What follows belongs to an exercise in optimizing a design on an open flow for small area; a production flow would make more cautious choices. RTL that was checked went through simulation tests only; none was proved equivalent to the original. No activity file was given, so power comes from the tool's default toggle rates.

garnet:
## layer_top
module layer_top (
   input  logic             clk,
   input  logic             reset,
   input  logic             s_valid,
   input  logic             m_ready,
   input  layer_pkg::data_t data_in,
   output logic             s_ready,
   output logic             m_valid,
   output layer_pkg::data_t data_out
);
==> flow/config.mk <==
export PLATFORM = sky130hd
export DESIGN_NAME = layer_top
export DESIGN_NICKNAME = layer_top
export VERILOG_FILES = /design/flow/design.v
export SDC_FILE = /design/flow/constraint.sdc
export NUM_CORES = 4
export LEC_CHECK = 0
export CAP_MARGIN = 20
export CORE_MARGIN = 2
export CORE_UTILIZATION = 40
export SLEW_MARGIN = 20
==> flow/constraint.sdc <==
create_clock -name core_clock -period 7.0 [get_ports {clk}]
set_input_delay 1.4000 -clock core_clock [delete_from_list [all_inputs] [get_ports {clk}]]
set_output_delay 1.4000 -clock core_clock [all_outputs]
set_load 0.01 [all_outputs]
standard.sh (not shown) runs the stock make flow with config.mk's settings and CLKGATE_MAP_FILE= SYNTH_SCRIPT=/design/flow/synth_recipe.tcl, a recipe that flattens the netlist after the stock synthesis.
==> flow/flow/run.sh <==
#!/bin/bash
# The standard synthesis, then its combinational logic mapped again by
# ABC with an area-oriented script (flow/abc_resyn.script): the standard
# synthesis's registers and full-adder cells stay exactly as they are, with their
# names; full adders may work on complemented signals (flow/fa_polarity.py).
# Then the standard layout of that netlist, with extra ORFS make
# variables from flow/make_vars (one per line).
# Logs: flow_synth.log and flow_make.log (make's output), flow_fa_polarity.log,
# flow_resyn.log and flow_resyn_check.log (Yosys); each ORFS step also keeps its own log under orfs/logs.
set -euo pipefail
args=()
while IFS= read -r line; do
   [[ -z "$line" || "$line" == \#* ]] && continue
   args+=("$line")
done < flow/make_vars

bash standard.sh "${args[@]}" synth > flow_synth.log 2>&1

RES=orfs/results/$FLOW_PLATFORM/layer_top/base
LIB=$FLOW_HOME/platforms/$FLOW_PLATFORM/lib/sky130_fd_sc_hd__tt_025C_1v80.lib
YOSYS=$FLOW_HOME/../tools/install/yosys/bin/yosys
DONT_USE=$(grep -o 'sky130_fd_sc_hd__[a-z0-9_]*' $FLOW_HOME/platforms/$FLOW_PLATFORM/config.mk | sort -u | sed 's/^/-dont_use /' | tr '\n' ' ')
cp $RES/1_2_yosys.v 1_2_yosys_standard.v
# Full adders on complemented signals where that saves inverters
python3 flow/fa_polarity.py 1_2_yosys_standard.v 1_2_yosys_fapol.v > flow_fa_polarity.log 2>&1
cat > resyn.ys <<EOT
read_liberty -ignore_miss_func $LIB
read_verilog 1_2_yosys_fapol.v
hierarchy -top $FLOW_TOP
blackbox sky130_fd_sc_hd__dfxtp_1 sky130_fd_sc_hd__edfxtp_1 sky130_fd_sc_hd__fa_1 sky130_fd_sc_hd__conb_1
tee -o resyn_stat_before.txt stat -liberty $LIB
flatten
opt -purge
abc -script $PWD/flow/abc_resyn.script -liberty $LIB $DONT_USE -constr $PWD/orfs/objects/$FLOW_PLATFORM/layer_top/base/abc.constr
splitnets
opt_clean -purge
hilomap -singleton -hicell sky130_fd_sc_hd__conb_1 HI -locell sky130_fd_sc_hd__conb_1 LO
insbuf -buf sky130_fd_sc_hd__buf_4 A X
tee -o resyn_stat_after.txt stat -liberty $LIB
write_verilog -noattr -nohex -nodec 1_2_yosys_resyn.v
EOT
$YOSYS -s resyn.ys > flow_resyn.log 2>&1
# The new netlist must be fully mapped and hold the same registers
cat > resyn_check.ys <<EOT
read_liberty -lib $LIB
read_verilog 1_2_yosys_resyn.v
hierarchy -check -top $FLOW_TOP
check -assert -mapped
EOT
$YOSYS -s resyn_check.ys > flow_resyn_check.log 2>&1
regs() { grep -oE 'sky130_fd_sc_hd__e?dfxtp_[0-9]+ +\\?[^ ]+' "$1" | sort; }
if ! diff <(regs 1_2_yosys_standard.v) <(regs 1_2_yosys_resyn.v) > flow_resyn_regs.diff; then
   echo "registers differ from the standard synthesis" >&2
   exit 1
fi
cp 1_2_yosys_resyn.v $RES/1_2_yosys.v
rm -f $RES/1_synth.odb
bash standard.sh "${args[@]}" finish > flow_make.log 2>&1
Other scripts of this flow, unchanged in this note and not shown: flow/flow/abc_resyn.script, flow/flow/fa_polarity.py, flow/flow/make_vars
diff inputs: garnet => sierra
--- a/flow/design.v
+++ b/flow/design.v
@@ -505,56 +505,56 @@
    assign cy[5] = (op_a[4] & op_b[4]) | (op_a[4] & cy[4]) | (op_b[4] & cy[4]);
    assign sum[5] = op_a[5] ^ op_b[5] ^ cy[5];
    assign cy_out[6] = (op_a[5] & op_b[5]) | (op_a[5] & cy[5]) | (op_b[5] & cy[5]);
    assign cy[6] = run & acc_cy[6];
    assign sum[6] = op_a[6] ^ op_b[6] ^ cy[6];
    assign cy[7] = (op_a[6] & op_b[6]) | (op_a[6] & cy[6]) | (op_b[6] & cy[6]);
    assign sum[7] = op_a[7] ^ op_b[7] ^ cy[7];
    assign cy[8] = (op_a[7] & op_b[7]) | (op_a[7] & cy[7]) | (op_b[7] & cy[7]);
    assign sum[8] = op_a[8] ^ op_b[8] ^ cy[8];
    assign cy[9] = (op_a[8] & op_b[8]) | (op_a[8] & cy[8]) | (op_b[8] & cy[8]);
    assign sum[9] = op_a[9] ^ op_b[9] ^ cy[9];
-   assign cy_out[10] = (op_a[9] & op_b[9]) | (op_a[9] & cy[9]) | (op_b[9] & cy[9]);
-   assign cy[10] = run & acc_cy[10];
+   assign cy[10] = (op_a[9] & op_b[9]) | (op_a[9] & cy[9]) | (op_b[9] & cy[9]);
    assign sum[10] = op_a[10] ^ op_b[10] ^ cy[10];
-   assign cy[11] = (op_a[10] & op_b[10]) | (op_a[10] & cy[10]) | (op_b[10] & cy[10]);
+   assign cy_out[11] = (op_a[10] & op_b[10]) | (op_a[10] & cy[10]) | (op_b[10] & cy[10]);
+   assign cy[11] = run & acc_cy[11];
    assign sum[11] = op_a[11] ^ op_b[11] ^ cy[11];
    assign cy[12] = (op_a[11] & op_b[11]) | (op_a[11] & cy[11]) | (op_b[11] & cy[11]);
    assign sum[12] = op_a[12] ^ op_b[12] ^ cy[12];
    assign cy[13] = (op_a[12] & op_b[12]) | (op_a[12] & cy[12]) | (op_b[12] & cy[12]);
    assign sum[13] = op_a[13] ^ op_b[13] ^ cy[13];
    assign cy_out[14] = (op_a[13] & op_b[13]) | (op_a[13] & cy[13]) | (op_b[13] & cy[13]);
    assign cy[14] = run & acc_cy[14];
    assign sum[14] = op_a[14] ^ op_b[14] ^ cy[14];
    assign cy[15] = (op_a[14] & op_b[14]) | (op_a[14] & cy[14]) | (op_b[14] & cy[14]);
    assign sum[15] = op_a[15] ^ op_b[15] ^ cy[15];
    assign cy_out[0] = 1'b0;
    assign cy_out[1] = 1'b0;
    assign cy_out[2] = 1'b0;
    assign cy_out[3] = 1'b0;
    assign cy_out[4] = 1'b0;
    assign cy_out[5] = 1'b0;
    assign cy_out[7] = 1'b0;
    assign cy_out[8] = 1'b0;
    assign cy_out[9] = 1'b0;
-   assign cy_out[11] = 1'b0;
+   assign cy_out[10] = 1'b0;
    assign cy_out[12] = 1'b0;
    assign cy_out[13] = 1'b0;
    assign cy_out[15] = 1'b0;
    logic [15:0] cy_q;    
    always_ff @(posedge clk)
       if (en) begin
          acc  <= sum;
-         cy_q <= cy_out & 16'h4440;
+         cy_q <= cy_out & 16'h4840;
       end
-   assign acc_cy = cy_q & 16'h4440;
+   assign acc_cy = cy_q & 16'h4840;
 endmodule
 module mac_array (
    input  logic                 clk,
    input  logic                 vec_wr_en,
    input  logic                 x_bypass,
    input  layer_pkg::data_t     data_in,
    input  layer_pkg::vec_addr_t pos,
    input  logic                 run,
    input  logic                 en,
    input  layer_pkg::out_idx_t  out_idx,
    input  logic [5:0]           entry_next,
### Flow results
- garnet has lower number of gates resized after CTS than sierra.
- Across both runs, final critical-path share of the clock period was higher for sierra than for garnet.
- Against garnet, sierra comes in 2.6% higher on count of plain and timing-repair buffers in the layout.
- Summary — met1 usage, sierra relative to garnet: higher, by 2.7 points.
- Relative to garnet, largest fanout on the critical path has increased by 7 in sierra.
- The wire length reported by the detailed router of sierra falls short of that of garnet by about 3%.
- The worst-margin pin slew of sierra exceeds that of garnet by 0.066 ns.
- | cell count | higher: garnet |

========
Another version of the RTL of layer_top (not shown whole).
Size in the first run: ~1300 cells after synthesis, about 0.011 mm2 of cells after synthesis.
clock: 7.0 ns
lec_check: 0
cap_margin: 20
core_margin: 2
core_utilization: 40
slew_margin: 20
==> flow/flow/run.sh <==
#!/bin/bash
# The standard synthesis, then its combinational logic mapped again by
# ABC with an area-oriented script (flow/abc_resyn.script): the standard
# synthesis's registers and adder cells stay exactly as they are, with their
# names. Then the standard layout of that netlist, with extra ORFS make
# variables from flow/make_vars (one per line).
# Logs: flow_synth.log and flow_make.log (make's output), flow_resyn.log
# (Yosys); each ORFS step also keeps its own log under orfs/logs.
set -euo pipefail
args=()
while IFS= read -r line; do
   [[ -z "$line" || "$line" == \#* ]] && continue
   args+=("$line")
done < flow/make_vars

bash standard.sh "${args[@]}" synth > flow_synth.log 2>&1

RES=orfs/results/$FLOW_PLATFORM/layer_top/base
LIB=$FLOW_HOME/platforms/$FLOW_PLATFORM/lib/sky130_fd_sc_hd__tt_025C_1v80.lib
YOSYS=$FLOW_HOME/../tools/install/yosys/bin/yosys
DONT_USE=$(grep -o 'sky130_fd_sc_hd__[a-z0-9_]*' $FLOW_HOME/platforms/$FLOW_PLATFORM/config.mk | sort -u | sed 's/^/-dont_use /' | tr '\n' ' ')
cp $RES/1_2_yosys.v 1_2_yosys_standard.v
cat > resyn.ys <<EOT
read_liberty -ignore_miss_func $LIB
read_verilog 1_2_yosys_standard.v
hierarchy -top $FLOW_TOP
blackbox sky130_fd_sc_hd__dfxtp_1 sky130_fd_sc_hd__edfxtp_1 sky130_fd_sc_hd__fa_1 sky130_fd_sc_hd__ha_1 sky130_fd_sc_hd__conb_1
tee -o resyn_stat_before.txt stat -liberty $LIB
flatten
opt -purge
abc -script $PWD/flow/abc_resyn.script -liberty $LIB $DONT_USE -constr $PWD/orfs/objects/$FLOW_PLATFORM/layer_top/base/abc.constr
splitnets
opt_clean -purge
hilomap -singleton -hicell sky130_fd_sc_hd__conb_1 HI -locell sky130_fd_sc_hd__conb_1 LO
insbuf -buf sky130_fd_sc_hd__buf_4 A X
tee -o resyn_stat_after.txt stat -liberty $LIB
write_verilog -noattr -nohex -nodec 1_2_yosys_resyn.v
EOT
$YOSYS -s resyn.ys > flow_resyn.log 2>&1
# The new netlist must be fully mapped and hold the same registers
cat > resyn_check.ys <<EOT
read_liberty -lib $LIB
read_verilog 1_2_yosys_resyn.v
hierarchy -check -top $FLOW_TOP
check -assert -mapped
EOT
$YOSYS -s resyn_check.ys > flow_resyn_check.log 2>&1
regs() { grep -oE 'sky130_fd_sc_hd__e?dfxtp_[0-9]+ +\\?[^ ]+' "$1" | sort; }
if ! diff <(regs 1_2_yosys_standard.v) <(regs 1_2_yosys_resyn.v) > flow_resyn_regs.diff; then
   echo "registers differ from the standard synthesis" >&2
   exit 1
fi
cp 1_2_yosys_resyn.v $RES/1_2_yosys.v
rm -f $RES/1_synth.odb
bash standard.sh "${args[@]}" finish > flow_make.log 2>&1
Other scripts of this flow, unchanged in this note and not shown: flow/flow/abc_resyn.script, flow/flow/make_vars
Next try:
--- a/flow/design.v
+++ b/flow/design.v
@@ -499,57 +499,57 @@
    assign cy[2] = (op_a[1] & op_b[1]) | (op_a[1] & cy[1]) | (op_b[1] & cy[1]);
    assign sum[2] = op_a[2] ^ op_b[2] ^ cy[2];
    assign cy[3] = (op_a[2] & op_b[2]) | (op_a[2] & cy[2]) | (op_b[2] & cy[2]);
    assign sum[3] = op_a[3] ^ op_b[3] ^ cy[3];
    assign cy[4] = (op_a[3] & op_b[3]) | (op_a[3] & cy[3]) | (op_b[3] & cy[3]);
    assign sum[4] = op_a[4] ^ op_b[4] ^ cy[4];
-   assign cy_out[5] = (op_a[4] & op_b[4]) | (op_a[4] & cy[4]) | (op_b[4] & cy[4]);
-   assign cy[5] = run & acc_cy[5];
+   assign cy[5] = (op_a[4] & op_b[4]) | (op_a[4] & cy[4]) | (op_b[4] & cy[4]);
    assign sum[5] = op_a[5] ^ op_b[5] ^ cy[5];
-   assign cy[6] = (op_a[5] & op_b[5]) | (op_a[5] & cy[5]) | (op_b[5] & cy[5]);
+   assign cy_out[6] = (op_a[5] & op_b[5]) | (op_a[5] & cy[5]) | (op_b[5] & cy[5]);
+   assign cy[6] = run & acc_cy[6];
    assign sum[6] = op_a[6] ^ op_b[6] ^ cy[6];
    assign cy[7] = (op_a[6] & op_b[6]) | (op_a[6] & cy[6]) | (op_b[6] & cy[6]);
    assign sum[7] = op_a[7] ^ op_b[7] ^ cy[7];
    assign cy[8] = (op_a[7] & op_b[7]) | (op_a[7] & cy[7]) | (op_b[7] & cy[7]);
    assign sum[8] = op_a[8] ^ op_b[8] ^ cy[8];
-   assign cy_out[9] = (op_a[8] & op_b[8]) | (op_a[8] & cy[8]) | (op_b[8] & cy[8]);
-   assign cy[9] = run & acc_cy[9];
+   assign cy[9] = (op_a[8] & op_b[8]) | (op_a[8] & cy[8]) | (op_b[8] & cy[8]);
    assign sum[9] = op_a[9] ^ op_b[9] ^ cy[9];
    assign cy[10] = (op_a[9] & op_b[9]) | (op_a[9] & cy[9]) | (op_b[9] & cy[9]);
    assign sum[10] = op_a[10] ^ op_b[10] ^ cy[10];
-   assign cy[11] = (op_a[10] & op_b[10]) | (op_a[10] & cy[10]) | (op_b[10] & cy[10]);
+   assign cy_out[11] = (op_a[10] & op_b[10]) | (op_a[10] & cy[10]) | (op_b[10] & cy[10]);
+   assign cy[11] = run & acc_cy[11];
    assign sum[11] = op_a[11] ^ op_b[11] ^ cy[11];
    assign cy[12] = (op_a[11] & op_b[11]) | (op_a[11] & cy[11]) | (op_b[11] & cy[11]);
    assign sum[12] = op_a[12] ^ op_b[12] ^ cy[12];
-   assign cy_out[13] = (op_a[12] & op_b[12]) | (op_a[12] & cy[12]) | (op_b[12] & cy[12]);
-   assign cy[13] = run & acc_cy[13];
+   assign cy[13] = (op_a[12] & op_b[12]) | (op_a[12] & cy[12]) | (op_b[12] & cy[12]);
    assign sum[13] = op_a[13] ^ op_b[13] ^ cy[13];
-   assign cy[14] = (op_a[13] & op_b[13]) | (op_a[13] & cy[13]) | (op_b[13] & cy[13]);
+   assign cy_out[14] = (op_a[13] & op_b[13]) | (op_a[13] & cy[13]) | (op_b[13] & cy[13]);
+   assign cy[14] = run & acc_cy[14];
    assign sum[14] = op_a[14] ^ op_b[14] ^ cy[14];
    assign cy[15] = (op_a[14] & op_b[14]) | (op_a[14] & cy[14]) | (op_b[14] & cy[14]);
    assign sum[15] = op_a[15] ^ op_b[15] ^ cy[15];
    assign cy_out[0] = 1'b0;
    assign cy_out[1] = 1'b0;
    assign cy_out[2] = 1'b0;
    assign cy_out[3] = 1'b0;
    assign cy_out[4] = 1'b0;
-   assign cy_out[6] = 1'b0;
+   assign cy_out[5] = 1'b0;
    assign cy_out[7] = 1'b0;
    assign cy_out[8] = 1'b0;
+   assign cy_out[9] = 1'b0;
    assign cy_out[10] = 1'b0;
-   assign cy_out[11] = 1'b0;
    assign cy_out[12] = 1'b0;
-   assign cy_out[14] = 1'b0;
+   assign cy_out[13] = 1'b0;
    assign cy_out[15] = 1'b0;
    logic [15:0] cy_q;    
    always_ff @(posedge clk)
       if (en) begin
          acc  <= sum;
-         cy_q <= cy_out & 16'h2220;
+         cy_q <= cy_out & 16'h4840;
       end
-   assign acc_cy = cy_q & 16'h2220;
+   assign acc_cy = cy_q & 16'h4840;
 endmodule
 module mac_array (
    input  logic                 clk,
    input  logic                 vec_wr_en,
    input  logic                 x_bypass,
    input  layer_pkg::data_t     data_in,
Synthesized area decreases slightly. Global-route usage went up by 1.3 points. Sequential share of layout area is higher by 0.49 points. Total power went up slightly. Synthesized cell count drops slightly. Cell count fell slightly. Non-clock buffer count does not change.
The RTL of the first run of this note was laid out without a check of its function.

separate check: timing with driven ports:
How much do the figures lean on ideal ports? The routed layouts below were timed once more, with nothing changed but the port constraints. Step 1 (the two cells are an assumption about what drives the block):
set clk [get_ports {clk}]
set_driving_cell -lib_cell sky130_fd_sc_hd__clkbuf_16 $clk
set_driving_cell -lib_cell sky130_fd_sc_hd__buf_2 [delete_from_list [all_inputs] $clk]
Step 2 times the ports against the registers' clock, not the clock port: input delays grow and output delays shrink by t, the midpoint of the rising clock arrivals with the driver on. Slacks: ideal / step 1 / step 2; pairs: ideal / step 1.
run	shift t [ns]	slack for setup (ns)	hold WS [ns]	clock arrival spread, ns	worst slew at a driven data input, ns
garnet	0.504	0.309 / 0.309 / 0.309	0.303 / 0.303 / 0.303	0.044 / 0.045	0.03
sierra	0.509	0.245 / 0.245 / 0.245	0.308 / 0.308 / 0.308	0.028 / 0.028	0.05
the first run of note 2	0.488	0.337 / 0.337 / 0.072	0.290 / 0.290 / 0.290	0.051 / 0.051	0.04
the second run of note 2	0.495	0.260 / 0.260 / -0.203	0.304 / 0.304 / 0.304	0.069 / 0.068	0.04
Met with ideal ports but missed after step 2: setup timing in the second run of note 2. For the second run of note 2, which loses most, drivers alone change the setup slack by 0.000 ns; drivers and shift together by -0.463 ns.
